Context: an optimization exercise on an open-source flow, tuned for small area, a short achievable clock period and few clock cycles. The choices shown serve that exercise and are no tape-out recipe.
Function was not checked in any run shown here: the RTL went through the layout flow alone.
Power and IR drop assume default switching activity.

### design/flow/design.v
package isa_pkg;
    typedef enum logic [6:0] {
        OP_LOAD  = 7'b0000011,
        OP_STORE = 7'b0100011
    } opcode_e;
    typedef enum logic [2:0] {
        F3_B  = 3'b000,
        F3_H  = 3'b001,
        F3_W  = 3'b010,
        F3_BU = 3'b100,
        F3_HU = 3'b101
    } funct3_e;
endpackage
package lsu_pkg;
    typedef enum logic [1:0] {
        SIZE_B = 2'd0,
        SIZE_H = 2'd1,
        SIZE_W = 2'd2
    } acc_size_e;
    typedef struct packed {
        logic                     is_load;
        logic                     is_signed;
        acc_size_e                size;
        logic [8-1:0] addr;
        logic [3:0]               wmask;
        logic [32-1:0]     wdata;
    } lsu_entry_t;
    typedef enum logic {
        ISSUE_IDLE = 1'b0,
        ISSUE_WAIT = 1'b1
    } issue_state_e;
endpackage
module lsu_top (
    input  logic                 clk_i,
    input  logic                 rst_n_i,
    input  logic                 req_i,
    output logic                 ack_o,
    input  logic [32-1:0] inst_i,
    input  logic [32-1:0] rs1_i,
    input  logic [32-1:0] rs2_i,
    output logic                 wb_valid_o,
    output logic [32-1:0] wb_data_o,
    output logic                 fault_o
);
    localparam int AW    = 8;
    localparam int WORDS = 2 ** (AW - 2);
    logic          ack_q;
    logic          fault_q;
    logic          ld_q;
    logic          st_q;
    logic [AW-1:0] addr_q;
    logic [2:0]    f3_q;
    logic [31:0]   rword_q;
    logic [31:0]   wdata_q;
    logic          wb_valid_q;
    logic [31:0]   wb_data_q;
    logic          is_load;
    logic          is_store;
    logic [2:0]    funct3;
    logic [AW-1:0] imm;
    logic          f3_ok;
    logic          aligned;
    logic          legal;
    logic          accept;
    assign is_load  = inst_i[6:0] == isa_pkg::OP_LOAD;
    assign is_store = inst_i[6:0] == isa_pkg::OP_STORE;
    assign funct3   = inst_i[14:12];
    assign imm = {inst_i[AW+19:25], inst_i[5] ? inst_i[11:7] : inst_i[24:20]};
    logic [AW-1:0] g;
    logic [AW-1:0] p;
    logic [AW-1:0] x;
    logic [1:0]    off;
    logic          c2;
    logic          c5;
    assign g   = rs1_i[AW-1:0] & imm;
    assign p   = rs1_i[AW-1:0] | imm;
    assign x   = rs1_i[AW-1:0] ^ imm;
    assign off = {x[1] ^ g[0], x[0]};
    assign c2  = g[1] | (p[1] & g[0]);
    assign c5  = g[4] | (p[4] & g[3]) | (p[4] & p[3] & g[2]) | (p[4] & p[3] & p[2] & c2);
    function automatic logic [7:0] onehot_sum(input logic [2:0] a, input logic [2:0] b,
                                              input logic c);
        logic [7:0] da;
        logic [7:0] db;
        logic [7:0] r;
        da = 8'b1 << a;
        db = 8'b1 << b;
        for (int k = 0; k < 8; k++) begin
            r[k] = 1'b0;
            for (int j = 0; j < 8; j++) begin
                r[k] = r[k] | (da[j] & db[(k - j) & 7]);
            end
        end
        onehot_sum = c ? {r[6:0], r[7]} : r;
    endfunction
    logic [7:0] lo_sel;
    logic [7:0] hi_sel;
    assign lo_sel = onehot_sum(rs1_i[4:2], imm[4:2], c2);
    assign hi_sel = onehot_sum(rs1_i[AW-1:5], imm[AW-1:5], c5);
    logic [AW-1:0] addr;
    always_comb begin
        addr[1:0] = off;
        addr[4:2] = '0;
        addr[7:5] = '0;
        for (int k = 0; k < 8; k++) begin
            if (lo_sel[k]) addr[4:2] = addr[4:2] | 3'(k);
            if (hi_sel[k]) addr[7:5] = addr[7:5] | 3'(k);
        end
    end
    always_comb begin
        case (funct3)
            3'b000, 3'b001, 3'b010: f3_ok = 1'b1;
            3'b100, 3'b101:         f3_ok = is_load;
            default:                f3_ok = 1'b0;
        endcase
        case (funct3[1:0])
            2'b01:   aligned = ~off[0];
            2'b10:   aligned = off == 2'b00;
            default: aligned = 1'b1;
        endcase
    end
    assign legal  = (is_load || is_store) && f3_ok && aligned;
    assign accept = req_i && !ack_q;
    logic [31:0] mem [WORDS];
    logic [31:0] grp [8];
    logic [31:0] rword;
    always_comb begin
        for (int h = 0; h < 8; h++) begin
            grp[h] = '0;
            for (int l = 0; l < 8; l++) begin
                grp[h] = grp[h] | (mem[h*8+l] & {32{lo_sel[l]}});
            end
        end
        rword = '0;
        for (int h = 0; h < 8; h++) begin
            rword = rword | (grp[h] & {32{hi_sel[h]}});
        end
    end
    always_ff @(posedge clk_i) begin
        if (!rst_n_i) begin
            ack_q      <= 1'b0;
            fault_q    <= 1'b0;
            ld_q       <= 1'b0;
            st_q       <= 1'b0;
            wb_valid_q <= 1'b0;
        end else begin
            ack_q      <= req_i;
            fault_q    <= accept && !legal;
            ld_q       <= accept && legal && is_load;
            st_q       <= accept && legal && is_store;
            wb_valid_q <= ld_q;
        end
    end
    always_ff @(posedge clk_i) begin
        rword_q <= rword;
        addr_q  <= addr;
        f3_q    <= funct3;
        wdata_q <= rs2_i;
    end
    logic [3:0]  wmask;
    logic [31:0] wdata;
    always_comb begin
        case (f3_q[1:0])
            2'b00: begin
                wmask = 4'b0001 << addr_q[1:0];
                wdata = {4{wdata_q[7:0]}};
            end
            2'b01: begin
                wmask = addr_q[1] ? 4'b1100 : 4'b0011;
                wdata = {2{wdata_q[15:0]}};
            end
            default: begin
                wmask = 4'b1111;
                wdata = wdata_q;
            end
        endcase
    end
    for (genvar w = 0; w < WORDS; w++) begin : g_word
        for (genvar b = 0; b < 4; b++) begin : g_byte
            logic we;
            assign we = st_q && addr_q[AW-1:2] == w && wmask[b];
            always_ff @(posedge clk_i) begin
                if (we) begin
                    mem[w][8*b +: 8] <= wdata[8*b +: 8];
                end
            end
        end
    end
    logic [7:0]  b0;
    logic [7:0]  b1;
    logic        sx;
    logic [31:0] ext;
    always_comb begin
        case (addr_q[1:0])
            2'd0:    b0 = rword_q[7:0];
            2'd1:    b0 = rword_q[15:8];
            2'd2:    b0 = rword_q[23:16];
            default: b0 = rword_q[31:24];
        endcase
        b1 = addr_q[1] ? rword_q[31:24] : rword_q[15:8];
        case (f3_q[1:0])
            2'b00: begin
                sx  = ~f3_q[2] & b0[7];
                ext = {{24{sx}}, b0};
            end
            2'b01: begin
                sx  = ~f3_q[2] & b1[7];
                ext = {{16{sx}}, b1, b0};
            end
            default: begin
                sx  = 1'b0;
                ext = rword_q;
            end
        endcase
    end
    always_ff @(posedge clk_i) begin
        wb_data_q <= ext;
    end
    assign ack_o      = ack_q;
    assign fault_o    = fault_q;
    assign wb_valid_o = wb_valid_q;
    assign wb_data_o  = wb_data_q;
endmodule
### design/flow/run.sh
#!/bin/bash
# synth_recipe.tcl (not shown) runs the flow's synth.tcl, then flattens the netlist and writes it again
# the make line also repeats each setting of config.mk as NAME=value (left out here)
make -C /OpenROAD-flow-scripts/flow DESIGN_CONFIG=/design/flow/config.mk WORK_HOME=/design/flow/orfs CLKGATE_MAP_FILE= SYNTH_SCRIPT=/design/flow/synth_recipe.tcl finish
### design/flow/config.mk
export PLATFORM = sky130hd
export DESIGN_NAME = lsu_top
export DESIGN_NICKNAME = lsu_top
export VERILOG_FILES = /design/flow/design.v
export SDC_FILE = /design/flow/constraint.sdc
export NUM_CORES = 4
export LEC_CHECK = 0
export CAP_MARGIN = 20
export CORE_MARGIN = 2
export CORE_UTILIZATION = 40
export SETUP_SLACK_MARGIN = 2.0
export SLEW_MARGIN = 20
### design/flow/constraint.sdc
create_clock -name core_clock -period 5.0 [get_ports {clk_i}]
set_input_delay 1.0000 -clock core_clock [delete_from_list [all_inputs] [get_ports {clk_i}]]
set_output_delay 1.0000 -clock core_clock [all_outputs]
set_load 0.01 [all_outputs]
==> impl.org, run 1 <==
** Outcome
- Outcome :: complete, no violations

** Worst setup path
- Required arrival time at the worst endpoint :: 5710 ps
- Slowest stage cell, crit path :: fa_4
- For this run, the slowest stage of the critical path takes slightly below 600 ps.
- Highest fanout seen on the critical path :: 8
- Chain of cells forming the critical path :: buf_6 > buf_8 > buf_6 > mux2_4 > fa_4 > nor2_1 > o21ai_1 > maj3_2 > maj3_4 > buf_6 > buf_6 > mux2i_1 > a22oi_2 > buf_4 > bufbuf_16 > a31oi_1 > nor2_1 > o211ai_1 > or4_1
- Measured in cells, the most critical reg-to-reg path has a length of 4.
- Arrival @ worst endpoint :: 5290 ps
- Most frequent cell on the critical path :: buf_6
- Kind of start point of the critical path :: primary input
- Reg-to-reg slack, setup :: roughly 1900 ps
- Crit. End Element :: flip-flop
- The critical path in this run is classified as primary input to flip-flop.

** Drt
- WL per Instance :: about 30 um
- Drt pass-1 iters :: 12
- # DRC :: 0
- Once detail routing completed, the nets flagged for antenna violations numbered 0.
- Iteration-0 DRC Markers :: 8500
- Summing over every cut layer, the via total after detailed routing is between 50000 and 60000.
- Via density per instance :: between 6 and 7
- Aggregate routed wire length :: ~250000 um

** Die
- IO Count :: ~130
- Die height :: between 400 and 500 um
- Initial Utilization :: 0.402
- The die is between 400 and 500 um wide.
- Area of the core :: between 200000 and 250000 um^2
- The die covers between 200000 and 250000 um^2.
- Number of placement rows :: ~170

** Synthesis
- Distinct cell type count of the synthesized netlist :: 62
- Counting flops with an async set or reset pin after synthesis yields a share of 0.
- Post-Syn Nets :: ~5000
- Of the synthesized area, sequential elements account for 0.786.
- In this run, synthesis inferred slightly above 2000 flip-flops with an integrated enable.
- Among all flip-flop cells after synthesis, the most frequent one is edfxtp_1.
- Post-synth top area share :: 0.759
- Sorting the synthesized cells by area gives the leading types as edfxtp_1, a222oi_1, a22oi_1.
- Counting every instance in the synthesized netlist gives slightly below 5000.
- For this run, the number of Yosys warnings is 3.
- Most area-hungry cell type in the Yosys netlist :: edfxtp_1
- Summing every instance area after synthesis gives between 80000 and 90000 um^2.
- Syn avg cell area :: ~17 um^2
- In this run, synthesis produced a sequential element count of between 2000 and 2500.

** Placement
- Count of input and output buffers :: 100
- After legalization and detailed placement, the total HPWL measured 155000 um.
- Final weighted congestion of routability-driven global placement :: between 0.8 and 0.9
- Summing all placed instances gives a cell area of 87800 um^2.
- Before CTS, the worst setup slack after placement is -855 ps.

** Min path
- Hold Path Cell Cnt :: 1
- Worst Hold Class :: flip-flop to flip-flop

** Power
- IR analysis of the VDD net gives a maximum drop of approximately 0.34 mV.
- Power per unit of standard cell area :: 428 nW/um^2
- In this run the static leakage power is ~31 nW.

** Timing
- The total count of max-transition violations in the final report was 0.
- Of the available clock period, the critical path in the final layout requires 0.916.
- For the final database, setup skew stands at 27.9 ps.
- Final Hold Fails :: 0
- Static timing analysis puts the maximum clock frequency at ~0.22 GHz.
- Setup violations remaining at the end of the flow were counted as 0.
- Final worst slack :: 421 ps
- Unrepaired setup endpoints after global routing :: yes
- At the pin with the least slew margin, the transition time is about 1200 ps.
- Aggregate negative setup slack :: 0 ps
- Subtracting the final worst setup slack from the clock period gives 4580 ps.
- Worst slew margin relative to its limit :: 0.182

** Flow run
- Max-cap check violation count :: 0

** Clock network
- Clock latency on the worst-skew pair :: 860 ps
- Number of buffers inserted during clock tree synthesis :: between 200 and 250
- Buffers inserted to repair hold after CTS numbered 0.
- Clock Sinks :: approximately 2200
- Clock transition at the registers of the reported paths :: roughly 60 ps
- The clock passes through at most 3 buffers.
- H-tree lvl count :: 4
- CTS Root Cell :: clkbuf_16
- TritonCTS built the clock tree.

** Global route
- The number of antenna violations at the first check in global routing was 12.
- For this run, the total global-route usage over all layers was measured as 0.236.
- Congestion Overflow GR :: 0
- Entering global routing, the biggest net connects roughly 150 pins.
- The via count of the first global-routing pass came to 47800.
- Global-route wire length before repair :: 349000 um

** Layout
- P&R area growth vs syn :: 19.2%
- In the final layout, the share of cells above drive strength 1 is 0.207.
- The final layout contains around 5400 nets.
- Once layout is done, the placed cells without fillers occupy 96700 um^2.
[where the power goes]
group | switching (mW) | internal, mW | leakage, nW
combinational | 3.12 | 1.95 | 8.22
sequential | 0.432 | 20.1 | 19.4
clock | 6.76 | 8.96 | 3.34
[logic make-up (layout without fill, tap and decap cells)]
family          after synthesis  count (layout)  share of synthesized area
compound gates             1445            1445                      0.141
xor+xnor                     11              11                    0.00182
fa+ha+maj                     7               7                    0.00114
buf+inv                     389             965                     0.0198
flops                      2160            2160                      0.786
mux                          48              48                    0.00682
other cells                   0              13                          0
simple gates                826             826                     0.0434
[flip-flops by register name (all words and copies together), names as in the netlist]
signal      cells
mem          2048
rword_q        32
wb_data_q      32
wdata_q        32
addr_q          8
f3_q            3
ack_q           1
fault_q         1
ld_q            1
st_q            1
wb_valid_q      1
[Yosys cell counts, types with 43 or more instances]
cell,instances
nor2_1,343
a21oi_1,143
clkbuf_1,301
a221oi_1,231
dfxtp_1,112
a222oi_1,353
nand2_1,316
a21o_1,63
edfxtp_1,2048
a22oi_1,355
nand3_1,45
a31oi_1,124
buf_2,43
[layer usage]
layer	routed length, um	vias up	global-route usage
met5	0	-	0.000933
met3	26500	488	0.0556
li1	-	21300	-
met2	114000	2785	0.361
met4	13400	0	0.118
met1	95600	25800	0.314
[worst paths after layout]
kind / to / from
max: rword_q[25] / inst_i[5]
min: wb_valid_q / ld_q
max reg2reg: mem[27][28] / st_q
min reg2reg: wb_valid_q / ld_q
[worst max-delay path: cells and delay by family]
kind            cells  cell delay [ps]
mux                 2              450
simple gates        3              830
fa+ha+maj           3             1340
buf+inv             7             1060
compound gates      4              550
[through the flow]
step           hold WS, ps  instances  power, mW   util
6_report               435       8147       41.4  0.479
5_1_grt                450       8138       42.5  0.479
4_1_cts                443       8109       41.3  0.475
3_5_place_dp           418       7679       25.6  0.435
3_3_place_gp           410       7679       25.6  0.435
2_1_floorplan          406       4886       23.1      -
[final cells by class]
class | count | area (um^2)
diodes | 13 | 32.5
clock buffers | 281 | 5740
clock inverters | 116 | 1140
fillers | 16800 | 105000
inverters | 13 | 48.8
multi-input cells | 2337 | 17000
flip-flops and latches | 2160 | 63800
well taps | 2672 | 3340
repair buffers | 555 | 5640
[cell usage in the layout (no fill, tap or decap), types with 14 or more instances in the layout]
master,n
edfxtp_1,2048
buf_12,68
a21oi_1,139
nand4_1,33
a31oi_1,109
a222oi_1,353
o21ai_0,29
nand2b_1,14
buf_6,22
o21ai_1,35
nor2_2,212
nand2_2,49
clkinv_1,44
a21o_1,63
or4_1,32
a22o_1,32
clkbuf_16,216
a22oi_1,352
mux2_2,14
buf_4,350
nor2_1,123
a221oi_1,230
clkdlybuf4s50_1,95
bufinv_16,17
o211ai_1,33
clkbuf_1,54
dfxtp_1,101
nand2_1,266
mux2i_1,20
clkinv_2,33
nand3_1,45
[what timing repair did]
item,CTS,global route
cloned,9,2
buffers inserted,24,23
pin swaps,25,56
gates resized for setup,241,139
endpoints found under the setup margin,2340,1352
==> inputs of run 2 (changes only) <==
--- a/design/flow/config.mk
+++ b/design/flow/config.mk
@@ -8,5 +8,4 @@
 export CAP_MARGIN = 20
 export CORE_MARGIN = 2
 export CORE_UTILIZATION = 40
-export SETUP_SLACK_MARGIN = 2.0
 export SLEW_MARGIN = 20
==> run 2 against run 1 <==
Still clean. Critical path depth fell by 2. Utilization fell by 0.83 points. Design area fell by 1.7%. Sequential power barely moved. Area after synthesis did not move. Combinational power fell by 5.9%. Fmax fell by 6.4%. Critical endpoint is now rword_q[4]. Highest routed layer is now met5.
==> impl.org, run 2 <==
** Timing
- Smallest hold slack :: 439 ps
- Clock skew on the completed layout was measured at approximately 62 ps.
- Across all setup checks in the final design, the least slack found is between 100 and 150 ps.
- Based on the critical path, the design can be clocked at up to slightly above 0.2 GHz.
- At the pin with the least slew margin, the transition time is approximately 1100 ps.
- The total count of max-transition violations in the final report came to 0.
- Setup violations remaining at the end of the flow were counted as 0.
- Setup repair after global routing left no endpoint under its margin.
- The count of final hold-check violations was 0.
- Worst slew margin relative to its limit :: 0.236
- Final critical-path share of the clock period :: 0.978
- Clock period minus final worst setup slack :: a little under 5000 ps

** Drt
- After detailed routing, the number of vias per cell comes to between 6 and 7.
- For this block, the initial DRC count from the detailed router was approximately 7700.
- The first TritonRoute pass finished after 13 iterations.
- # DRC :: 0
- Residual antenna-violating net count after detailed routing :: 0
- The final layout contains routed wiring with a total length of 245000 um.
- Vias after detailed routing :: 49700
- In the final routed layout, each cell accounts on average for slightly above 30 um.

** Outcome
- The flow ran to the end and the layout has no timing, DRC or antenna violations.

** Min path
- Counting instances, the worst hold path has a depth of 1.
- Worst Hold Class :: flip-flop to flip-flop

** Synthesis
- Total of warnings raised by yosys :: 3
- Of the post-synthesis cell area, the dominant cell type holds 0.759.
- In this run the mean area of a mapped cell was approximately 17 um^2.
- Synth area leaders :: edfxtp_1, a222oi_1, a22oi_1
- Counting every net in the synthesized netlist gives 4990.
- The most used flip-flop cell after synthesis is edfxtp_1.
- Synthesis handed over a netlist of 4886 instances.
- Syn Std Cell Area :: between 80000 and 90000 um^2
- Distinct cell type count of the synthesized netlist :: 62
- Synthesis-stage register bit count :: 2160
- Share of synthesized area occupied by flip-flops and latches :: 0.786
- Most area-hungry cell type in the Yosys netlist :: edfxtp_1
- Most frequent cells after synthesis :: edfxtp_1, a22oi_1, a222oi_1, nor2_1, nand2_1
- Library cell with the highest instance count after synthesis :: edfxtp_1
- Async SR Flop Fraction :: 0
- Counting flops with a built-in enable in the synthesized netlist gives between 2000 and 2500.

** Layout
- The filler cells instantiated in the layout total between 15000 and 20000.
- Ranked by flip-flop count, first place goes to mem.
- Leaving out fill and tap cells, the most frequent cell in the layout is edfxtp_1.
- The finished layout holds about 8100 standard cells, fillers aside.
- Relative to the synthesized area, the layout overhead comes to 17.2%.
- The register with the most flip-flops in the layout has between 2000 and 2500 of them.
- At the end of the flow, the number of nets in the layout was approximately 5300.
- Ratio of cells with drive above 1 in the final layout :: 0.145
- In the layout the commonest cells are edfxtp_1, a22oi_1, a222oi_1.
- After routing the design area is ~95000 um^2.

** Worst setup path
- Kind of start point of the critical path :: primary input
- Type of the worst setup path :: primary input to flip-flop
- At the worst endpoint, the required time is roughly 5700 ps.
- Arrival @ worst endpoint :: roughly 5600 ps
- R2R cell count :: 4
- Highest fanout seen on the critical path :: 25
- Crit. End Element :: flip-flop

** Die
- The floorplan step defined a core boundary enclosing 202000 um^2.
- The die covers about 210000 um^2.
- Measured along the y axis, the die boundary spans around 450 um.
- The floorplan has between 150 and 200 rows.
- IO Count :: between 100 and 150
- Die X-Extent :: 454 um
- Initial Utilization :: 0.402

** Placement
- Final weighted congestion of routability-driven global placement :: around 0.87
- Counting tap cells, the placed design contains a total of about 7700 instances.
- The count of buffers added on input and output ports is 100.
- Cell area reported after detailed placement :: 87700 um^2
- Total half-perimeter wirelength after legalization and detailed placement :: roughly 150000 um
- Timing analysis after detailed placement gives a worst setup slack of -1090 ps.

** Global route
- Entering global routing, the biggest net connects between 150 and 200 pins.
- The via count of the first global-routing pass is roughly 48000.
- GRT Util Overall :: 0.232
- Congestion Overflow GR :: 0
- The number of antenna violations at the first check in global routing was 14.
- Global-route wire length before repair :: ~340000 um

** Clock network
- The clock passes through at most 3 buffers.
- Clock Sinks :: 2160
- In this run the clock root is driven by a clkbuf_16.
- Clock latency on the worst-skew pair :: between 800 and 900 ps
- Clock transition at the registers of the reported paths :: roughly 60 ps
- The clock tree synthesis step divided the H-tree into 4 levels.
- Number of buffers inserted during clock tree synthesis :: between 200 and 250
- TritonCTS built the clock tree.

** Power
- IR analysis of the VDD net gives a maximum drop of a little over 0.4 mV.
- Dividing total power by cell area gives a power density of 437 nW/um^2.
- For this design the static power due to leakage is a little over 30 nW.

** Flow run
- The tool flagged a number of max-cap violations equal to 0.
## run 2: changes by cell type in the layout (fill, tap and decap cells not counted), moves of 8 or more
cell	delta
nand2_2	-49
nor2_1	+219
nand2_1	+49
buf_6	-22
nor2_2	-212
buf_4	-24
clkbuf_1	-24
buf_12	-8
clkinv_2	+11
a31oi_1	+15
a31oi_2	-12
## run 2: final timing paths
check	startpoint	endpoint	slack (ps)
worst max-delay path	inst_i[5]	rword_q[4]	110
worst min-delay path	ld_q	wb_valid_q	440
worst max register to register	st_q	mem[19][16]	1270
worst min register to register	ld_q	wb_valid_q	440
## run 2: what timing repair did
action | in CTS | in global routing
hold buffers | 0 | 0
resized for setup | 8 | 0
hold endpoints to repair | 0 | 0
endpoints found under the setup margin | 28 | 0
setup buffers | 3 | 0
## run 2: cell type report
class | instances | area (um^2) | share of cell area
clock inverters | 141 | 1520 | 0.0160
multi-input cells | 2337 | 16000 | 0.168
diodes | 6 | 15.0 | 0.000158
well taps | 2672 | 3340 | 0.0352
inverters | 13 | 48.8 | 0.000514
flip-flops and latches | 2160 | 63800 | 0.671
clock buffers | 256 | 5610 | 0.0591
repair buffers | 488 | 4700 | 0.0495
## run 2: per-layer routing
metal	part of all wire	wire length (um)	GRT usage	up-vias
met5	0.00037	91	0.000233	-
met4	0.052	12800	0.110	2
met3	0.095	23200	0.0492	468
met2	0.47	116000	0.371	2698
met1	0.38	93100	0.303	25300
li1	-	-	-	21200
## run 2: stage by stage
stage,utilization,total power [mW],setup TNS [ps]
floorplan,-,23.1,0
global placement,0.434,25.6,-30140
detailed placement,0.434,25.6,-31120
CTS,0.470,41.6,0
global route,0.470,42.6,0
finish,0.470,41.5,0
## run 2: worst max-delay path, cell delays in order
cell and delay (ps):
dlygate4sd2_1 250, buf_12 140, mux2_2 340, ha_1 200, fa_4 550, buf_12 200
and2_1 190, nand2_1 70, o22ai_1 100, a221o_4 410, buf_12 170, buf_4 180
a222oi_1 540, a31oi_1 200, nor2_1 230, o211ai_1 210, or4_1 560
## run 2: power breakdown
| part | leakage, nW | switching [mW] | total, mW | internal, mW |
|---|---|---|---|---|
| Sequential | 19.4 | 0.423 | 20.6 | 20.1 |
| Clock | 3.49 | 6.90 | 16.2 | 9.27 |
| Combinational | 7.67 | 2.97 | 4.77 | 1.80 |
| Total | 30.5 | 10.3 | 41.5 | 31.2 |
## run 2: cell families (layout without fill, tap and decap cells)
| logic type | after synthesis | in the layout | share of synthesized area |
|---|---|---|---|
| adders and majority gates | 7 | 7 | 0.00114 |
| AOI/OAI and AO/OA | 1445 | 1445 | 0.141 |
| and+or+nand+nor | 826 | 826 | 0.0434 |
| other | 0 | 6 | 0 |
| xor gates and xnor gates | 11 | 11 | 0.00182 |
| DFF | 2160 | 2160 | 0.786 |
| buffers and inverters | 389 | 898 | 0.0198 |
| muxes | 48 | 48 | 0.00682 |

## afterwards: timing with drivers on the ports
Ports are ideal in the flow. The routed layouts listed here were re-timed in OpenROAD. Step 1: set_driving_cell puts a clkbuf_16 on clk_i and a buf_2 on each other input, an assumption about the parent block. Step 2 adds t to the input delays and takes it off the output delays; t is the mean of the earliest and latest rising clock arrival at the registers after step 1. Input paths then give back, and output paths get back, about the clock's delay inside the block. a / b / c = ideal / step 1 / step 2; a / b = the first two.
| run | t, ns | setup WS [ns] | worst hold slack (ns) |
|---|---|---|---|
| run 1 | 0.931 | 0.421 / 0.474 / -0.457 | 0.435 / 0.435 / 0.435 |
| run 2 | 0.927 | 0.110 / 0.170 / -0.758 | 0.439 / 0.439 / 0.439 |
With both steps, setup timing fails in run 1 and run 2, where it was met with ideal ports. For run 1, which loses most, drivers alone change the setup slack by +0.053 ns; drivers and shift together by -0.878 ns.
